Background: an optimization exercise with open tools, aiming at small area, a short achievable clock period and few clock cycles per item. Do not read the settings as production practice.
No run shown here included a check of the RTL's function; only the layout flow was run.

==> flow/design.v, too long to show whole: its modules and the start of the top module <==
// module dct8_stream: 2617 lines
// module dct_fa: 10 lines
// module dct_ha: 9 lines
// module dct_add: 14 lines
// module dct_carry: 31 lines
// module dct_carry_ci: 13 lines
// module dct_sum: 11 lines
// module dct_sum_co: 12 lines
// module dct_out: 19 lines
module dct8_stream #(
    parameter int IN_W        = 8,
    parameter int OUT_W       = 14,
    parameter int LEVEL_SHIFT = 0
) (
    input  logic                    clk,
    input  logic                    rst,
    input  logic                    en,
    input  logic                    in_valid,
    output logic                    in_ready,
    input  logic [IN_W-1:0]         x0,
    input  logic [IN_W-1:0]         x1,
    input  logic [IN_W-1:0]         x2,
    input  logic [IN_W-1:0]         x3,
    input  logic [IN_W-1:0]         x4,
    input  logic [IN_W-1:0]         x5,
    input  logic [IN_W-1:0]         x6,
    input  logic [IN_W-1:0]         x7,
    output logic                    out_valid,
    input  logic                    out_ready,
    output logic signed [OUT_W-1:0] y0,
    output logic signed [OUT_W-1:0] y1,
    output logic signed [OUT_W-1:0] y2,
    output logic signed [OUT_W-1:0] y3,
    output logic signed [OUT_W-1:0] y4,
    output logic signed [OUT_W-1:0] y5,
    output logic signed [OUT_W-1:0] y6,
    output logic signed [OUT_W-1:0] y7
);
  // ...
==> flow/flow/run.sh <==
#!/bin/bash
# Standard ORFS layout, with repair_timing aiming below the clock period and
# plain buffers on the ports.
set -euo pipefail
bash standard.sh SETUP_SLACK_MARGIN=7.5 "BUFFER_PORTS_ARGS=-buffer_cell sky130_fd_sc_hd__buf_2" finish > standard_flow.log 2>&1
==> flow/standard.sh <==
#!/bin/bash
# synth_recipe.tcl (not shown) runs the flow's synth.tcl, then flattens the netlist and writes it again
# the make line also repeats each setting of config.mk as NAME=value (left out here)
make -C /OpenROAD-flow-scripts/flow DESIGN_CONFIG=/design/flow/config.mk WORK_HOME=/design/flow/orfs CLKGATE_MAP_FILE= SYNTH_SCRIPT=/design/flow/synth_recipe.tcl "${@:-finish}"
==> flow/config.mk <==
export PLATFORM = sky130hd
export DESIGN_NAME = dct8_stream
export DESIGN_NICKNAME = dct8_stream
export VERILOG_FILES = /design/flow/design.v
export SDC_FILE = /design/flow/constraint.sdc
export NUM_CORES = 4
export LEC_CHECK = 0
export ABC_AREA = 1
export CAP_MARGIN = 20
export CORE_MARGIN = 2
export CORE_UTILIZATION = 50
export SLEW_MARGIN = 20
export SYNTH_HIERARCHICAL = 1
==> flow/constraint.sdc <==
create_clock -name core_clock -period 12.0 [get_ports {clk}]
set_input_delay 2.4000 -clock core_clock [delete_from_list [all_inputs] [get_ports {clk}]]
set_output_delay 2.4000 -clock core_clock [all_outputs]
set_load 0.01 [all_outputs]
==> qor.csv, run 1 <==
stage,metric,value,unit
setup_path,crit_end,t6_u0r[4]$_DFFE_PP_,
global_route,busiest_layer,met2,
global_route,grt_use_met2,44.4,%
route,vias,24521,
cts,cts_setup_buffers,59,
setup_path,crit_fanout,6,
sta,finalHoldViolCount,0,
final_layout,final_common_cell,nand2_1,
setup_path,max_stage_delay,0.52,ns
final_layout,final_cell_mix,"nand2_1 (928), fa_1 (740), inv_1 (377)",
cts,cts_buffers,40,
setup_path,crit_arrival,4.81,ns
global_route,antenna_found_initial,1,
route,dr.max_layer_used,met4,
status,run_status,finished clean,
die,rows,99,
die,fp.dieH,275,um
final_layout,final_util,58.0,%
final_layout,clock_area_share,3.25,%
placement,placed_cells,4652,
setup_path,cp_slowest_cell,fa_1,
global_route,grt_pass1_wl,144,mm
sta,slew_headroom,34.4,%
die,fp.coreArea,72700,um2
sta,setup_slack,7.54,ns
setup_path,cp_data_required_time,12.35,ns
final_layout,nets,4976,
route,drt_iter0_markers,1445,
sta,fin_tns_setup,0,ns
sta,setup_viol,0,
cts,cts.sink_count,307,
placement,io_buffers,178,
==> inputs of run 2 (changes only) <==
--- a/flow/design.v
+++ b/flow/design.v
@@ -1737,18 +1737,18 @@
     dct_ha us17 (.a(es_r[1]), .b(ec_r[0]), .s(s17), .co(c18));
     dct_fa us19 (.a(es_r[2]), .b(ec_r[1]), .c(a3_r[2]), .s(s19), .co(c20));
     dct_fa us21 (.a(es_r[3]), .b(ec_r[2]), .c(a3_r[3]), .s(s21), .co(c22));
     dct_fa us23 (.a(es_r[4]), .b(ec_r[3]), .c(a3_r[4]), .s(s23), .co(c24));
     dct_fa us25 (.a(es_r[5]), .b(ec_r[4]), .c(a3_r[5]), .s(s25), .co(c26));
     dct_fa us27 (.a(es_r[6]), .b(ec_r[5]), .c(a3_r[6]), .s(s27), .co(c28));
     dct_fa us29 (.a(es_r[7]), .b(ec_r[6]), .c(a3_r[7]), .s(s29), .co(c30));
     dct_fa us31 (.a(es_r[8]), .b(ec_r[7]), .c(a3_r[8]), .s(s31), .co(c32));
-    dct_add #(.W(9), .IB(1)) ud0 (.a(a0_r), .b(a3_r), .y(d0p), .yn(d0n));
-    dct_add #(.W(9), .IB(1)) ud1 (.a(a1_r), .b(a2_r), .y(d1p), .yn(d1n));
+    dct_add_cs ud0 (.a(a0_r), .b(a3_r), .y(d0p), .yn(d0n));
+    dct_add_cs ud1 (.a(a1_r), .b(a2_r), .y(d1p), .yn(d1n));
     dct_ha us33 (.a(ss_r[0]), .b(a3_r[0]), .s(s33), .co(c34));
     dct_fa us35 (.a(a3_r[1]), .b(s1), .c(1'b1), .s(s35), .co(c36));
     dct_ha us37 (.a(c14), .b(c10), .s(s37), .co(c38));
     dct_fa us39 (.a(sc_r[8]), .b(c2), .c(c16), .s(s39), .co(c40));
     dct_ha us41 (.a(c12), .b(c8), .s(s41), .co(c42));
     dct_ha us43 (.a(c14), .b(c10), .s(s43), .co(c44));
     dct_fa us45 (.a(a3_r[1]), .b(ss_r[0]), .c(a3_r[0]), .s(s45), .co(c46));
     dct_fa us47 (.a(a3_r[1]), .b(c2), .c(s1), .s(s47), .co(c48));
@@ -2729,8 +2729,39 @@
     for (genvar j = 1; j < 5; j++) begin : g_p
         assign p0[j] = &u0[j-1:0];
         assign p1[j] = &u1[j-1:0];
     end
     assign ch     = c5 | (cl & (&u0));
     assign y[4:0] = u0 ^ ({5{cl}} & p0);
     assign y[9:5] = u1 ^ ({5{ch}} & p1);
 endmodule
+module dct_add_cs (
+    input  logic [8:0] a,
+    input  logic [8:0] b,
+    output logic [9:0] y,
+    output logic [9:0] yn
+);
+    logic [4:0] lo, h0, h1;
+    logic       c5;
+    dct_csl u_lo (.a(a[4:0]), .b(b[4:0]), .y(lo), .co(c5));
+    dct_csh #(.CI(0)) u_h0 (.a(a[8:5]), .b(b[8:5]), .y(h0));
+    dct_csh #(.CI(1)) u_h1 (.a(a[8:5]), .b(b[8:5]), .y(h1));
+    assign y  = {c5 ? h1 : h0, lo};
+    assign yn = ~y;
+endmodule
+module dct_csl (
+    input  logic [4:0] a,
+    input  logic [4:0] b,
+    output logic [4:0] y,
+    output logic       co
+);
+    assign {co, y} = {1'b0, a} + {1'b0, ~b};
+endmodule
+module dct_csh #(
+    parameter int CI = 0
+) (
+    input  logic [3:0] a,
+    input  logic [3:0] b,
+    output logic [4:0] y
+);
+    assign y = {1'b0, a} + {1'b0, ~b} + 5'(CI);
+endmodule
==> flow/flow/run.sh (replaced) <==
#!/bin/bash
# Standard ORFS layout, with repair_timing aiming below the clock period and
# plain buffers on the ports.
set -euo pipefail
bash standard.sh SETUP_SLACK_MARGIN=7.4 "BUFFER_PORTS_ARGS=-buffer_cell sky130_fd_sc_hd__buf_2" finish > standard_flow.log 2>&1
==> flow/config.mk (replaced) <==
export PLATFORM = sky130hd
export DESIGN_NAME = dct8_stream
export DESIGN_NICKNAME = dct8_stream
export VERILOG_FILES = /design/flow/design.v
export SDC_FILE = /design/flow/constraint.sdc
export NUM_CORES = 4
export LEC_CHECK = 0
export CAP_MARGIN = 20
export CORE_MARGIN = 2
export CORE_UTILIZATION = 50
export SLEW_MARGIN = 20
export SYNTH_HIERARCHICAL = 1
==> run 2 against run 1 <==
Worst hold slack better by 0.014 ns. Fmax down 6.4%. Design area is 2.1% lower. Register-to-register slack lost 0.31 ns. Core utilization rose by 1.1 points. Flip-flop and latch count unchanged. Setup slack worse by 0.31 ns. Critical endpoint is now t2_u0r[4]$_DFFE_PP_.
==> qor.csv, run 2 <==
stage,metric,value,unit,change
final_layout,num_antenna_cells,0,,
hold_path,hp-start,sk[4][7]$_DFF_P_,,
synthesis,synth_area,35100,um2,
global_route,track_usage,26.5,%,
sta,fin_skew,0.0485,ns,
setup_path,crit_path_cell_trace,"ha_1, a211o_1, o211ai_1, a21oi_4, buf_12, buf_6, mux2_4, fa_2, fa_2, fa_2, fa_1, ha_2, fa_2, a21o_1, a21oi_2, xnor2_1",,
final_layout,nFillCells,5543,,
final_layout,syn2layout_area_growth,17.6,%,
sta,rsz0062_at_grt,true,,
setup_path,path_buf_inv,2,,
final_layout,final_common_cell,fa_1,,
sta,timing.hold.ws,0.503,ns,
setup_path,r2r_end,t2_u0r[4]$_DFFE_PP_,,
synthesis,syn_inst,2483,,
die,rows,97,,-2.0%
route,viasPerCell,5.53,,
cts,cts.sink_count,307,,unchanged
cts,ctsHoldBuffers,0,,
setup_path,path_depth,16,,
sta,tightest_slew,1.02,ns,
die,start_util,50.3,%,
setup_path,cp-end-kind,flop,,
setup_path,cp_data_required_time,12.31,ns,-0.04 ns
setup_path,cp_slowest_cell,fa_2,,
die,top_level_ports,183,,
global_route,grt_pass1_wl,140,mm,-2.7%
route,antenna_left,0,,
route,wl_per_cell,23.3,um,
synthesis,ys_warn_count,27,,
hold_path,holdPathStages,1,,
hold_path,holdCritPathClass,reg2reg,,
route,drt_iter0_markers,1258,,-13%
placement,place_area,37600,um2,
setup_path,crit_path_start_kind,flop,,
cts,htreeDepth,2,,
cts,cts_tree,yes,,
placement,io_buffers,178,,unchanged
sta,fin_tns_setup,0,ns,unchanged
sta,post-route-period-util,39.7,%,
die,fp.dieH,269,um,-2.1%
cts,cts_buffer_depth,3,,
setup_path,ff2ff_setup_slack,7.23,ns,
final_layout,final_layout_size_suffix_gt1_share,24.7,%,
final_layout,regMostFlops,sk,,
sta,setup_viol,0,,unchanged
final_layout,final_area,41300,um2,
status,run_status,finished clean,,
run,maxCapViolations,0,,
setup_path,crit_top_cell,fa_2,,
setup_path,worstSetupPathType,reg2reg,,
placement,finalWeightedCongestion,0.917,,
sta,period_needed,4.77,ns,
global_route,grt_pass1_vias,24070,,
setup_path,crit_arrival,5.08,ns,+0.27 ns
cts,insertion_delay,0.58,ns,
final_layout,nets,4076,,-18%
die,die_x,269,um,
cts,clk_pin_slew,0.06,ns,
setup_path,crit_fanout,6,,unchanged
sta,finalHoldViolCount,0,,unchanged
route,drc,0,,
cts,cts_root_buffer,clkbuf_16,,
final_layout,seq_area,8550,um2,
setup_path,max_stage_delay,0.54,ns,+0.02 ns
route,vias,21838,,-11%
final_layout,multi_input_area,26400,um2,
global_route,antenna_found_initial,0,,-1
route,first_pass_iters,5,,
sta,timing.final.max_slew_violations,0,,
hold_path,holdPathEnd,sk[4][7]$_DFF_P_,,
final_layout,largest_reg_flops,64,,
synthesis,syn_area_per_cell,14.1,um2,
setup_path,r2r.worst_path.cells,16,,
setup_path,critical-path-top-delay-family,adder cells,,
final_layout,final_cell_mix,"fa_1 (731), edfxtp_1 (240), ha_1 (239)",,
sta,slew_headroom,32.1,%,-2.4 points
die,fp.coreArea,69800,um2,-4.0%
die,die_area,72400,um2,
global_route,overflow,0,,
placement,hpwl,71.3,mm,
route,routed_wirelength,92.0,mm,
setup_path,r2r_start,a0_r[1]$_DFFE_PP_,,
sta,fmax,210,MHz,
cts,cts_buffers,38,,-5.0%
global_route,grt_start_max_net_pins,75,,
-- run 2: cell types whose count changed in the layout (fill, tap and decap cells not counted), sizes merged, moves of 52 or more --
cell | before | now
mux2 | 0 | 78
nand2 | 984 | 39
nor2 | 211 | 89
xnor2 | 24 | 100
inv | 400 | 186
nand3 | 198 | 24
a21o | 0 | 54
buf | 359 | 411
-- run 2: timing repair --
item | CTS | global route
pin swaps | 32 | 34
setup buffers | 141 | 70
endpoints found under the setup margin | 46 | 103
resized for setup | 45 | 23
-- run 2: layer usage --
metal  global-route usage (%)  up-vias  wire length [um]  part of all wire, %
li1                         -     9471                 -                    -
met1                     32.9    11457             35200                   38
met2                     46.0      693             47300                   51
met3                     4.46      217              5270                  5.7
met4                     11.1        0              4240                  4.6
met5                        0        -                 0                    0
-- run 2: worst max path at each step --
stage,start,end
final,a0_r[1]$_DFFE_PP_,t2_u0r[4]$_DFFE_PP_
after floorplan,out_ready,a0_r[0]$_DFFE_PP_
after CTS,a0_r[1]$_DFFE_PP_,t2_u0r[4]$_DFFE_PP_
after global placement,a3_r[0]$_DFFE_PP_,t6_u0r[4]$_DFFE_PP_
after detailed placement,a3_r[0]$_DFFE_PP_,t6_u0r[4]$_DFFE_PP_
after global routing,a0_r[1]$_DFFE_PP_,t2_u0r[4]$_DFFE_PP_
-- run 2: worst reg2reg max path: stages (launching register included) --
cell	delay, ns
edfxtp_1	0.40
ha_1	0.31
a211o_1	0.28
o211ai_1	0.16
a21oi_4	0.10
buf_12	0.15
buf_6	0.12
mux2_4	0.32
fa_2	0.43
fa_2	0.36
fa_2	0.54
fa_1	0.41
ha_2	0.19
fa_2	0.35
a21o_1	0.19
a21oi_2	0.13
xnor2_1	0.07
-- run 2: metrics by stage --
step	worst slack, ns	utilization (%)	std cells
floorplan	6.54	-	2573
global placement	6.49	53.9	3668
detailed placement	6.42	53.9	3668
CTS	7.21	58.2	3879
global route	7.08	59.2	3949
finish	7.23	59.2	3949
-- run 2: area by class of cell --
class	count	area share (%)
inverters	181	1.65
clock inverters	16	0.355
flip-flops and latches	307	20.7
repair buffers	411	7.54
multi-input cells	2040	64.0
well taps	940	2.85
clock buffers	54	2.91

-- static timing again, ports no longer ideal --
Ports are ideal in the flow. The routed layouts listed here were re-timed in OpenROAD.
Step 1 assumes that a clkbuf_16 drives the clock port and a buf_2 every other input.
Step 2 adds t to the input delays and takes it off the output delays; t is the mean of the earliest and latest rising clock arrival at the registers after step 1. Input paths then give back, and output paths get back, about the clock's delay inside the block.
Slacks: no drivers / after step 1 / after step 2; pairs: no drivers / after step 1.
run	t, ns	setup slack, ns	latest minus earliest clock arrival (ns)
run 1	0.644	7.537 / 7.537 / 7.297	0.034 / 0.034
run 2	0.619	7.230 / 7.230 / 6.943	0.049 / 0.048
After both steps every run listed still meets setup and hold. For run 2, which loses most, drivers alone change the setup slack by 0.000 ns; drivers and shift together by -0.287 ns.
